Background: an optimization exercise with open tools, aiming at small area. Do not read the settings as production practice.
In this exercise RTL edits were held to simulation tests only and were not proved equivalent to the original.
No activity file was given, so power comes from the tool's default toggle rates.

==> design/flow/design.v <==
`default_nettype none
package prog_instruction_memory_pkg;
    localparam int IMEM_DATA_W = 32;    
    localparam int IMEM_DEPTH  = 64;    
    localparam int IMEM_ADDR_W = 10;    
    typedef enum logic [1:0] {
        ST_CLEAR = 2'd0,
        ST_IDLE  = 2'd1,
        ST_LOAD  = 2'd2,
        ST_DONE  = 2'd3
    } imem_state_e;
endpackage
`default_nettype wire
`default_nettype none
module imem_rd3 (
    input  wire logic [2:0] i_d,
    input  wire logic [2:0] i_s,
    output logic            o_n
);
    assign o_n = !((i_d[0] & i_s[0]) | (i_d[1] & i_s[1]) | (i_d[2] & i_s[2]));
endmodule
module imem_rdcol (
    input  wire logic [63:0] i_d,
    input  wire logic [63:0] i_s,
    output logic             o_q
);
    logic [21:0] w_n;    
    for (genvar k = 0; k < 21; k++) begin : g_leaf
        imem_rd3 u_rd3 (.i_d(i_d[3*k +: 3]), .i_s(i_s[3*k +: 3]), .o_n(w_n[k]));
    end
    assign w_n[21] = !(i_d[63] & i_s[63]);
    assign o_q = !(&w_n);
endmodule
module imem_rdmux
#(
    parameter int DATA_W = prog_instruction_memory_pkg::IMEM_DATA_W,
    parameter int DEPTH  = prog_instruction_memory_pkg::IMEM_DEPTH
) (
    input  wire logic [DEPTH*DATA_W-1:0] i_words,   
    input  wire logic [DEPTH-1:0]        i_sel,
    output logic      [DATA_W-1:0]       o_data
);
    for (genvar b = 0; b < DATA_W; b++) begin : g_bit
        logic [DEPTH-1:0] w_col;
        for (genvar i = 0; i < DEPTH; i++) begin : g_word
            assign w_col[i] = i_words[i*DATA_W + b];
        end
        imem_rdcol u_col (.i_d(w_col), .i_s(i_sel), .o_q(o_data[b]));
    end
endmodule
module imem_wl (
    input  wire logic i_wlo,       
    input  wire logic i_whi_clr,   
    input  wire logic i_wlo_n,     
    input  wire logic i_whi_we_n,  
    input  wire logic i_rlo_n,     
    input  wire logic i_rhi_n,     
    output logic      o_hold,
    output logic      o_wr,
    output logic      o_rd
);
    assign o_hold = !(i_wlo & i_whi_clr);
    assign o_wr   = !(i_wlo_n | i_whi_we_n);
    assign o_rd   = !(i_rlo_n | i_rhi_n);
endmodule
`default_nettype wire
`default_nettype none
module prog_instruction_memory
#(
    parameter int DATA_W = prog_instruction_memory_pkg::IMEM_DATA_W,
    parameter int DEPTH  = prog_instruction_memory_pkg::IMEM_DEPTH,
    parameter int ADDR_W = prog_instruction_memory_pkg::IMEM_ADDR_W
) (
    input  wire logic                  clk,
    input  wire logic                  rst_n,
    input  wire logic                  load_start,
    input  wire logic                  load_valid,
    input  wire logic [DATA_W-1:0]     load_data,
    input  wire logic                  load_last,
    output logic                       load_ready,
    output logic                       load_done,
    input  wire logic                  fetch_req,
    input  wire logic [ADDR_W-1:0]     fetch_addr,
    output logic                       fetch_valid,
    output logic      [DATA_W-1:0]     instruction,
    output logic                       fetch_err,
    output logic                       busy,
    output logic      [$clog2(DEPTH):0] word_count
);
    localparam int WORD_AW = $clog2(DEPTH);
    localparam logic [1:0] S_CLEAR = 2'b00;
    localparam logic [1:0] S_LOAD  = 2'b01;
    localparam logic [1:0] S_IDLE  = 2'b10;
    localparam logic [1:0] S_DONE  = 2'b11;
    logic [1:0]         r_state;
    logic [WORD_AW:0]   r_cnt;
    logic               r_fetch_valid;
    logic               r_fetch_err;
    logic [DATA_W-1:0]  r_mem [DEPTH];
    logic [DATA_W-1:0]  r_rdata;
    logic st_clear, st_load, st_done;
    assign st_clear = (r_state == S_CLEAR);
    assign st_load  = (r_state == S_LOAD);
    assign st_done  = (r_state == S_DONE);
    logic w_load_accept, w_fetch_accept, w_addr_bad, w_ptr_last;
    assign w_load_accept  = st_load && load_valid;
    assign w_fetch_accept = fetch_req && r_state[1];
    assign w_addr_bad     = (|fetch_addr[1:0]) || (|fetch_addr[ADDR_W-1:WORD_AW+2]);
    assign w_ptr_last     = &r_cnt[WORD_AW-1:0];
    logic [WORD_AW:0] w_cnt_inc;
    assign w_cnt_inc = r_cnt + 1'b1;
    always_ff @(posedge clk or negedge rst_n) begin
        if (!rst_n) begin
            r_state <= S_CLEAR;
            r_cnt   <= '0;
        end else begin
            case (r_state)
                S_CLEAR: begin
                    r_cnt[WORD_AW-1:0] <= w_cnt_inc[WORD_AW-1:0];
                    if (w_ptr_last) r_state <= S_IDLE;
                end
                S_IDLE: begin
                    if (load_start) begin
                        r_state <= S_LOAD;
                        r_cnt   <= '0;
                    end
                end
                S_LOAD: begin
                    if (load_valid) begin
                        r_cnt <= w_cnt_inc;
                        if (load_last || w_ptr_last) r_state <= S_DONE;
                    end
                end
                default: begin
                    r_state <= S_IDLE;
                end
            endcase
        end
    end
    always_ff @(posedge clk or negedge rst_n) begin
        if (!rst_n) begin
            r_fetch_valid <= 1'b0;
            r_fetch_err   <= 1'b0;
        end else begin
            r_fetch_valid <= w_fetch_accept;
            r_fetch_err   <= w_fetch_accept && w_addr_bad;
        end
    end
    logic       w_clr;
    logic [7:0] w_wlo, w_wlo_n, w_whi_clr, w_whi_we_n, w_rlo_n, w_rhi_n;
    assign w_clr = !r_state[1];    
    always_comb begin
        for (int j = 0; j < 8; j++) begin
            w_wlo[j]      =  (r_cnt[2:0] == 3'(j));
            w_wlo_n[j]    = !(r_cnt[2:0] == 3'(j));
            w_whi_clr[j]  =  (r_cnt[5:3] == 3'(j)) && w_clr;
            w_whi_we_n[j] = !((r_cnt[5:3] == 3'(j)) && w_load_accept);
            w_rlo_n[j]    = !((fetch_addr[4:2] == 3'(j)) && !w_addr_bad);
            w_rhi_n[j]    = !(fetch_addr[7:5] == 3'(j));
        end
    end
    logic [DEPTH-1:0] w_hold [2];
    logic [DEPTH-1:0] w_wr   [2];
    logic [DEPTH-1:0] w_rsel [2];
    for (genvar i = 0; i < DEPTH; i++) begin : g_word
        for (genvar h = 0; h < 2; h++) begin : g_half
            imem_wl u_wl (
                .i_wlo      (w_wlo[i%8]),
                .i_whi_clr  (w_whi_clr[i/8]),
                .i_wlo_n    (w_wlo_n[i%8]),
                .i_whi_we_n (w_whi_we_n[i/8]),
                .i_rlo_n    (w_rlo_n[i%8]),
                .i_rhi_n    (w_rhi_n[i/8]),
                .o_hold     (w_hold[h][i]),
                .o_wr       (w_wr[h][i]),
                .o_rd       (w_rsel[h][i])
            );
        end
    end
    localparam int HALF_W = DATA_W / 2;
    always_ff @(posedge clk) begin
        for (int i = 0; i < DEPTH; i++) begin
            for (int b = 0; b < DATA_W; b++) begin
                r_mem[i][b] <= (r_mem[i][b] & w_hold[b / HALF_W][i]) |
                               (load_data[b] & w_wr[b / HALF_W][i]);
            end
        end
    end
    logic [DEPTH*DATA_W-1:0] w_words;
    logic [DATA_W-1:0]       w_rdata;
    always_comb begin
        for (int i = 0; i < DEPTH; i++) begin
            w_words[i*DATA_W +: DATA_W] = r_mem[i];
        end
    end
    for (genvar h = 0; h < 2; h++) begin : g_rdhalf
        logic [DEPTH*HALF_W-1:0] w_hwords;
        for (genvar i = 0; i < DEPTH; i++) begin : g_word
            assign w_hwords[i*HALF_W +: HALF_W] = w_words[i*DATA_W + h*HALF_W +: HALF_W];
        end
        imem_rdmux #(
            .DATA_W (HALF_W),
            .DEPTH  (DEPTH)
        ) u_rdmux (
            .i_words (w_hwords),
            .i_sel   (w_rsel[h]),
            .o_data  (w_rdata[h*HALF_W +: HALF_W])
        );
    end
    always_ff @(posedge clk) begin
        r_rdata <= w_rdata;
    end
    assign load_ready  = st_load;
    assign load_done   = st_done;
    assign busy        = !r_state[1];
    assign word_count  = st_clear ? '0 : r_cnt;
    assign fetch_valid = r_fetch_valid;
    assign fetch_err   = r_fetch_err;
    assign instruction = r_rdata;
endmodule
`default_nettype wire
==> design/flow/flow/run.sh <==
#!/bin/bash
# Own layout flow: the standard ORFS flow (standard.sh), with two
# changes to how the layout is made:
#  - clock tree synthesis without dummy loads, with clkbuf_8 sink clusters
#    of up to 16 flip-flops within 70 um;
#  - port buffers of the smallest buffer cell (repair_design resizes or
#    buffers them where a port needs more drive).
# The full make/tool output goes to standard.log in the work folder; ORFS
# keeps each step's own log under orfs/logs/.
set -euo pipefail
CTS="-sink_clustering_enable -repair_clock_nets -dont_use_dummy_load"
CTS+=" -sink_clustering_size 16 -sink_clustering_max_diameter 70"
CTS+=" -buf_list sky130_fd_sc_hd__clkbuf_8"
bash standard.sh "CTS_ARGS=$CTS" \
    "BUFFER_PORTS_ARGS=-buffer_cell sky130_fd_sc_hd__buf_1" \
    finish > standard.log 2>&1
==> design/flow/standard.sh <==
#!/bin/bash
# synth_recipe.tcl (not shown) runs the flow's synth.tcl, then flattens the netlist and writes it again
# the make line also repeats each setting of config.mk as NAME=value (left out here)
make -C /OpenROAD-flow-scripts/flow DESIGN_CONFIG=/design/flow/config.mk WORK_HOME=/design/flow/orfs CLKGATE_MAP_FILE= SYNTH_SCRIPT=/design/flow/synth_recipe.tcl "${@:-finish}"
==> design/flow/config.mk <==
export PLATFORM = sky130hd
export DESIGN_NAME = prog_instruction_memory
export DESIGN_NICKNAME = prog_instruction_memory
export VERILOG_FILES = /design/flow/design.v
export SDC_FILE = /design/flow/constraint.sdc
export NUM_CORES = 4
export LEC_CHECK = 0
export CAP_MARGIN = 20
export CORE_MARGIN = 2
export CORE_UTILIZATION = 40
export CTS_BUF_LIST = sky130_fd_sc_hd__clkbuf_8
export CTS_CLUSTER_DIAMETER = 70
export CTS_CLUSTER_SIZE = 16
export SLEW_MARGIN = 20
export SYNTH_HIERARCHICAL = 1
export SYNTH_MINIMUM_KEEP_SIZE = 0
==> design/flow/constraint.sdc <==
create_clock -name core_clock -period 5.0 [get_ports {clk}]
set_input_delay 1.0000 -clock core_clock [delete_from_list [all_inputs] [get_ports {clk}]]
set_output_delay 1.0000 -clock core_clock [all_outputs]
set_load 0.01 [all_outputs]
==> summary.txt, run 1 <==
Yosys
  – Cell count after synthesis: 6349
  – Netlist cell types: 42
  – Synth top area share: 0.5685
  – Cell area after synthesis: 0.07325 sq mm
  – Syn_area_per_cell: 11.54 sq um
  – Synth Area in XOR/XNOR: 0
  – Adder and majority cell fraction of the synthesized area: 0.001708
  – Top cells by area, synth: dfxtp_1 57%, a22o_1 24%, a222oi_1 9.2%
  – EDFF count, synth: 0
  – Multiplexer area fraction after synthesis: 0.0004783
  – Largest family of logic cells by synthesized area: compound AO/OA/AOI/OAI gates
  – Cell accounting for the most synthesized area: dfxtp_1
  – Yosys reg bits: 2091
  – Area share of and/or/nand/nor cells after synthesis: 0.04412
  – Prevailing post-synth register cell: dfxtp_1
  – Async SR Flop Fraction: 0.005261
  – Yosys warns: 12
  – Seq/Total Area, Yosys: 0.5722
  – Complex-gate fraction of the synthesized area: 0.3417
  – Synthesized net count: 6407

Finish
  – Nets: 6246
  – Most common cell after layout, fill and taps aside: dfxtp_1
  – Most frequent cells in the layout: 2080 x dfxtp_1, 2048 x a22o_1, 672 x a222oi_1
  – Layout cells sized above 1: 0.09198
  – Post-route design area: 0.07865 sq mm
  – Finished Core Util: 0.4310
  – Area grow syn2layout: 7.369%
  – Fin cells: 8578

GRT
  – Number of global-route vias before repair: 56030
  – Largest net degree at the start of global routing: 65
  – Initial antenna violation count: 13
  – Total track usage: 0.2898
  – First-pass GRT wire length: 406000 um
  – GRT overflow: 0

Clocking
  – CTS tree: yes
  – Number of buffers created by CTS: 152
  – CTS Sinks: 2091
  – CTS resizes: 0
  – H-tree depth: 4
  – Root Buffer: clkbuf_8
  – Worst-Skew Late Latency: 990 ps
  – Clock transition at the registers of the reported paths: 100 ps
  – Max Root-Sink Buffers: 3
  – CTS Hold Bufs: 1
  – Setup Buffers After CTS: 0

Timing
  – Final hold vios: 0
  – Fin Setup TNS: 0 ps
  – PnR worst setup slack: 981.2 ps
  – Slew Limit Fails: 0
  – Tightest Pin Transition: 1273 ps
  – Fin Clk Skew: 127.4 ps
  – RSZ-0062 raised after global routing: false
  – Slew HR: 0.1502
  – Post-route minimum period: 4019 ps
  – Period utilisation layout: 0.8038
  – Fmax: 0.2488 GHz
  – Final setup viols: 0

Power
  – Clock power share: 0.277
  – LEAKAGE: 29.23 nW
  – Sw frac: 0.2711
  – VDD IR max: 309.2 uV
  – Cell-internal power: 0.02125 W
  – Comb power frac: 0.100
  – Net Sw Power: 0.007903 W
  – Power Density: 370.7 mW/mm^2
  – Seq pwr share: 0.623

Routing
  – Drt via density: 7.019
  – Initial DRC count: 11190
  – Met3 WL: 31180 um
  – Drt wl/cell: 32.86 um
  – DRT Pass-1 Iters: 14
  – Antenna-violating nets left: 0
  – DR WL met2: 120400 um
  – Via Count: 60210
  – M1 wire length: 113400 um
  – Post-detailed-routing wire length: 281800 um
  – DRC violations left: 0
  – Top sig layer: met5

Setup path
  – Setup CP Type: in2reg
  – Worst path bufs/invs: 4
  – Crit path top cell by count: buf_4
  – Crit path capture type: flip-flop
  – Type of origin of the critical path: input pin
  – Crit-path cells: buf_1 -> nor4_1 -> buf_4 -> and2_1 -> nand2_1 -> buf_4 -> nor2_1 -> buf_4 -> a222oi_1 -> nand4_1 -> nor4_1 -> nand2_1
  – Critical Path Max Stage Delay: 970 ps
  – Crit path DAT: 4810 ps
  – Slowest-stage cell, CP: nor4_1
  – CP required: 5790 ps
  – Cell count of the worst reg-to-reg path: 8
  – Top delay family on crit path: simple AND/OR/NAND/NOR gates
  – Max FO, Critical Path: 16
  – WP depth: 12

Min path
  – Hold WC Path Type: in2reg
  – Hold path depth: 2

Floorplanning
  – Cell Rows: 157
  – Core area: 0.1825 sq mm
  – Ports: 92
  – Initial Utilization: 0.4014
  – DIE AREA: 0.1866 sq mm
  – Die extent in x: 431.9 um
  – Die height: 431.9 um

Outcome
  – Status: timing/DRC/antenna clean

Placement
  – I/O Buffers: 91
  – Hpwl dp: 174500 um
  – Pre-CTS setup slack: 357.3 ps
  – Dpl cells: 8415
  – Area post-placement: 0.07646 sq mm
  – GPL Wtd Cong: 0.9281

Run
  – Max_cap viols: 0
-- final cells by class --
type | instances | area (sq um)
inverters | 19 | 72.57
repair buffers | 426 | 2995
well taps | 2385 | 2984
clock buffers | 152 | 2092
multi-input cells | 3498 | 28570
diodes | 7 | 17.52
flip-flops and latches | 2091 | 41920
fillers | 16770 | 103800
-- registers in the layout, summed over array words and instances (netlist names) --
register and cells:
r_mem 2048, r_rdata 32, r_cnt 7, r_state 2
r_fetch_err 1, r_fetch_valid 1
-- cell families (layout without fill, tap and decap cells) --
logic type,Yosys count,in the layout
buffers and inverters,760,597
AND/OR/NAND/NOR,718,718
adder cells (fa/ha/maj),10,10
flip-flops,2091,2091
AO/OA/AOI/OAI,2767,2767
other,0,7
multiplexers,3,3
-- power groups by stage --
stage	clock network, W	registers (W)	logic (W)
6_report	0.00809	0.0182	0.00291
5_1_grt	0.00876	0.0183	0.00300
4_1_cts	0.00820	0.0181	0.00282
3_5_place_dp	0	0.0185	0.00282
3_3_place_gp	0	0.0185	0.00277
2_1_floorplan	0	0.0183	0.00159
-- synth_stat cells (2+ instances only) --
cell type and count:
dfxtp_1 2080, a22o_1 2048, a222oi_1 672, clkbuf_1 626
nor2_1 267, nand2_1 219, nand4_1 128, buf_1 80
nand3_1 39, nor4_1 36, buf_2 33, a211oi_1 32
inv_1 17, dfrtp_1 11, ha_1 10, nor2b_1 10
nor3_1 5, o21ai_0 4, and2_1 3, nand3b_1 3
buf_6 2, mux2i_1 2, nand2b_1 2, o31ai_1 2
-- Yosys stat by module (local to each module, per instance), a selection --
module / area, sq um / flops+latches / cells
imem_wl: 11.26 / 0 / 3
imem_rd3: 10.01 / 0 / 1
imem_rdcol: 51.30 / 0 / 9
prog_instruction_memory: 63440 / 2091 / 5005
-- final timing paths --
check / startpoint / end / slack [ps]
max: fetch_addr[0] / r_rdata[7]$_DFF_P_ / 980
min: fetch_req / r_fetch_valid$_DFF_PN0_ / 280
max reg2reg: r_state[1]$_DFFE_PN0P_ / r_mem[46][18]$_DFF_P_ / 1390
min reg2reg: r_mem[48][12]$_DFF_P_ / r_mem[48][12]$_DFF_P_ / 470
max in group asynchronous: rst_n / r_cnt[4]$_DFFE_PN0P_ / 3970
min in group asynchronous: rst_n / r_fetch_err$_DFF_PN0_ / 590
-- metrics by stage --
stage / hold WS [ps] / power [W]
2_1_floorplan: 439.1 / 0.01993
3_3_place_gp: 451.2 / 0.02126
3_5_place_dp: 452.2 / 0.02131
4_1_cts: 204.8 / 0.02915
5_1_grt: 264.8 / 0.03002
6_report: 284.3 / 0.02915
-- worst reg2reg max path: cells and delay by family, from the launching register on --
| family | cells | cell delay (ps) |
|---|---|---|
| DFF | 1 | 540 |
| adders and majority gates | 1 | 380 |
| and+or+nand+nor | 3 | 1420 |
| buffers and inverters | 3 | 1030 |
| AOI/OAI and AO/OA | 1 | 170 |
-- metal layers --
metal  GRT usage  vias up
li1            -    25360
met1      0.3940    30220
met5           0        -
met2      0.4248     3939
met3     0.06721      682
met4      0.1560        6
==> run 2: changes to the inputs <==
--- a/design/flow/config.mk
+++ b/design/flow/config.mk
@@ -8,5 +8,5 @@
 export CAP_MARGIN = 20
 export CORE_MARGIN = 2
-export CORE_UTILIZATION = 40
+export CORE_UTILIZATION = 50
 export CTS_BUF_LIST = sky130_fd_sc_hd__clkbuf_8
 export CTS_CLUSTER_DIAMETER = 70
==> run 2 against run 1 <==
  * Setup slack got worse by 83 ps
  * Critical path depth fell by 2
  * Final cell count decreased by 5.3%
  * Combinational power about the same
  * Synthesized cell count unchanged
  * Sequential cell count is the same
  * Largest cell class unchanged
==> summary.txt, run 2 <==
Outcome
  – Status: timing/DRC/antenna clean

Yosys
  – Seq/Total Area, Yosys: 0.5722 (unchanged)
  – Largest family of logic cells by synthesized area: compound AO/OA/AOI/OAI gates
  – Cell area after synthesis: 0.07325 sq mm (unchanged)
  – Post-synth top cells: 2080 x dfxtp_1, 2048 x a22o_1, 672 x a222oi_1
  – Netlist cell types: 42 (unchanged)
  – Area share of and/or/nand/nor cells after synthesis: 0.04412 (unchanged)
  – Yosys warns: 12 (unchanged)
  – EDFF count, synth: 0 (unchanged)
  – Top cells by area, synth: dfxtp_1 57%, a22o_1 24%, a222oi_1 9.2%
  – Yosys reg bits: 2091 (unchanged)
  – Multiplexer area fraction after synthesis: 0.0004783 (unchanged)
  – Cell count after synthesis: 6349 (unchanged)
  – Syn_area_per_cell: 11.54 sq um (unchanged)
  – Synthesized net count: 6407 (unchanged)
  – Prevailing post-synth register cell: dfxtp_1
  – Cell accounting for the most synthesized area: dfxtp_1
  – Adder and majority cell fraction of the synthesized area: 0.001708 (unchanged)
  – Most frequent cell after synthesis: dfxtp_1
  – Complex-gate fraction of the synthesized area: 0.3417 (unchanged)
  – Synth top area share: 0.5685 (unchanged)
  – Synth Area in XOR/XNOR: 0 (unchanged)
  – Async SR Flop Fraction: 0.005261 (unchanged)

Placement
  – Area post-placement: 0.07601 sq mm (-0.60%)
  – I/O Buffers: 91 (unchanged)
  – GPL Wtd Cong: 0.9786 (+5.4%)
  – Hpwl dp: 168400 um (-3.5%)
  – Pre-CTS setup slack: 230.8 ps (-126.5 ps)

Run
  – Max_cap viols: 0 (unchanged)

Power
  – Power Density: 373.3 mW/mm^2 (+0.71%)
  – VDD IR max: 387.7 uV (+25%)
  – LEAKAGE: 29.34 nW (+0.38%)

Finish
  – Multi-input logic area: 0.02850 sq mm (-0.25%)
  – Largest Register: r_mem
  – Fill cells: 12510 (-25%)
  – Largest register FFs: 2048 (unchanged)
  – Layout cells sized above 1: 0.09045 (-0.001527)
  – FF/Latch Area: 0.04192 sq mm (unchanged)
  – Nets: 6262 (+0.26%)
  – Finished Core Util: 0.5365 (+0.1056)
  – Area grow syn2layout: 6.626%
  – Post-route design area: 0.07810 sq mm (-0.69%)
  – Most common cell after layout, fill and taps aside: dfxtp_1
  – Most frequent cells in the layout: 2080 x dfxtp_1, 2048 x a22o_1, 672 x a222oi_1
  – Biggest regs: r_mem (2048), r_rdata (32), r_cnt (7)

Setup path
  – Top delay family on crit path: simple AND/OR/NAND/NOR gates
  – Crit-path cells: buf_1 -> nor4_1 -> and2_1 -> nand2_1 -> buf_4 -> nor2_1 -> a222oi_1 -> nand4_1 -> nor4_1 -> nand2_1
  – Critical Path Max Stage Delay: 850 ps (-120 ps)
  – Type of origin of the critical path: input pin
  – Crit path capture type: flip-flop
  – Worst path bufs/invs: 2 (-2)
  – Max FO, Critical Path: 16 (unchanged)
  – Slowest-stage cell, CP: nor2_1
  – Setup CP Type: in2reg
  – Crit path DAT: 4970 ps (+160 ps)
  – CP required: 5870 ps (+80 ps)

Clocking
  – H-tree depth: 4 (unchanged)
  – Clock transition at the registers of the reported paths: 100 ps (about the same)
  – Worst-Skew Late Latency: 940 ps (-50 ps)
  – Root Buffer: clkbuf_8
  – CTS Sinks: 2091 (unchanged)
  – CTS resizes: 0 (unchanged)
  – CTS tree: yes
  – CTS Hold Bufs: 0 (-1)
  – Setup Buffers After CTS: 0 (unchanged)
  – Max Root-Sink Buffers: 3 (unchanged)
  – Number of buffers created by CTS: 151 (-0.66%)

Timing
  – Slew HR: 0.1880 (+0.03783)
  – Final hold vios: 0 (unchanged)
  – Fmax: 0.2438 GHz (-2.0%)
  – Fin Clk Skew: 59.62 ps (-67.77 ps)
  – Period utilisation layout: 0.8203 (+0.01654)
  – Post-route minimum period: 4102 ps (+82.71 ps)
  – RSZ-0062 raised after global routing: false
  – PnR worst setup slack: 898.5 ps (-82.71 ps)
  – Tightest Pin Transition: 1218 ps (-55.34 ps)
  – Slew Limit Fails: 0 (unchanged)
  – WHS: 89.45 ps (-194.9 ps)
  – Fin Setup TNS: 0 ps (unchanged)
  – Final setup viols: 0 (unchanged)

GRT
  – Total track usage: 0.3536 (+0.06383)
  – Initial antenna violation count: 12 (-1)
  – Number of global-route vias before repair: 55560 (-0.84%)
  – GRT overflow: 0 (unchanged)
  – Largest net degree at the start of global routing: 65 (unchanged)
  – First-pass GRT wire length: 399800 um (-1.5%)

Floorplanning
  – Cell Rows: 140 (-11%)
  – DIE AREA: 0.1496 sq mm (-20%)
  – Die height: 386.7 um (-10%)
  – Initial Utilization: 0.5032 (+0.1018)
  – Ports: 92 (unchanged)
  – Die extent in x: 386.7 um (-10%)
  – Core area: 0.1456 sq mm (-20%)

Routing
  – Drt via density: 7.371 (+5.0%)
  – Drt wl/cell: 34.11 um (+3.8%)
  – DRC violations left: 0 (unchanged)
  – Post-detailed-routing wire length: 277100 um (-1.7%)
  – Initial DRC count: 10510 (-6.1%)
  – Via Count: 59870 (-0.57%)
  – DRT Pass-1 Iters: 17 (+3)
  – Antenna-violating nets left: 0 (unchanged)

Min path
  – Hold WC Path Type: in2async
[run 2: cell counts after synthesis]
Identical to the previous run, type by type.
[run 2: metrics by stage]
step                      instances  total power, W
after CTS                      8119         0.02909
after floorplan                6349         0.01993
after global routing           8120         0.02999
final                          8122         0.02915
after detailed placement       7968         0.02133
after global placement         7966         0.02128
[run 2: report_power, final]
group | switching (W) | total [W] | internal [W]
Sequential | 0.000622 | 0.0182 | 0.0176
Clock | 0.00532 | 0.00804 | 0.00272
Combinational | 0.00200 | 0.00290 | 0.000901
[run 2: final cells by class]
class	count	area share
Sequential cell	2091	0.5367
Clock buffer	151	0.02661
Inverter	19	0.0009292
Timing Repair Buffer	443	0.04010
Tap cell	1917	0.03071
Multi-Input combinational cell	3498	0.3649
Antenna cell	3	0.00009612
[run 2: per-layer routing]
metal / track usage / routed length [um]
met5: 0 / 59
met4: 0.1383 / 11910
met2: 0.5010 / 115200
met1: 0.5104 / 115000
met3: 0.09341 / 34860
[run 2: per-module statistics from Yosys, one instance, submodules excluded, excerpt]
module,cell area (sq um),cells inside
imem_wl,11.26,3
imem_rd3,10.01,1
imem_rdcol,51.30,9
prog_instruction_memory,63440,5005
[run 2: logic make-up after synthesis]
logic type	count (synthesis)
DFF	2091
AOI/OAI and AO/OA	2767
and+or+nand+nor	718
adders and majority gates	10
muxes	3
buffers and inverters	760
[run 2: path summary, 6_finish.rpt]
| check | startpoint | end | slack [ps] | depth (start not counted) |
|---|---|---|---|---|
| worst min-delay path | rst_n | r_cnt[4]$_DFFE_PN0P_ | 90 | 1 |
| min in group core_clock | fetch_req | r_fetch_valid$_DFF_PN0_ | 320 | 2 |
| worst max register to register | r_state[1]$_DFFE_PN0P_ | r_mem[23][4]$_DFF_P_ | 1240 | 8 |
| max in group asynchronous | rst_n | r_cnt[6]$_DFFE_PN0P_ | 4460 | 1 |
| worst min register to register | r_mem[15][6]$_DFF_P_ | r_mem[15][6]$_DFF_P_ | 480 | 1 |
| worst max-delay path | fetch_addr[1] | r_rdata[28]$_DFF_P_ | 900 | 10 |

afterwards: timing with drivers on the ports:
No port has a modelled driver above. Below, the same layouts with a new extraction and two added sets of constraints. Step 1 (the two cells are an assumption about what drives the block):
set clk [get_ports {clk}]
set_driving_cell -lib_cell sky130_fd_sc_hd__clkbuf_16 $clk
set_driving_cell -lib_cell sky130_fd_sc_hd__buf_2 [delete_from_list [all_inputs] $clk]
Step 2 moves the port delays by t, midway between the first and last clock arrival at a register: inputs arrive t later, outputs are due t later. That takes back most of the time a late clock gives input paths. a / b / c = ideal ports / drivers / drivers and shift; a / b = the first two.
run	t, ns	setup WS [ns]	worst hold slack (ns)	slew at the worst register clock pin (ns)
run 1	1.010	0.981 / 1.037 / 0.027	0.284 / 0.224 / 0.470	0.11 / 0.11
run 2	0.982	0.898 / 0.948 / -0.035	0.089 / 0.039 / 0.476	0.11 / 0.11
Met with ideal ports but missed after step 2: setup timing in run 2. The setup slack of run 1, which loses most, moves by +0.056 ns with the drivers and by -0.954 ns with both steps.
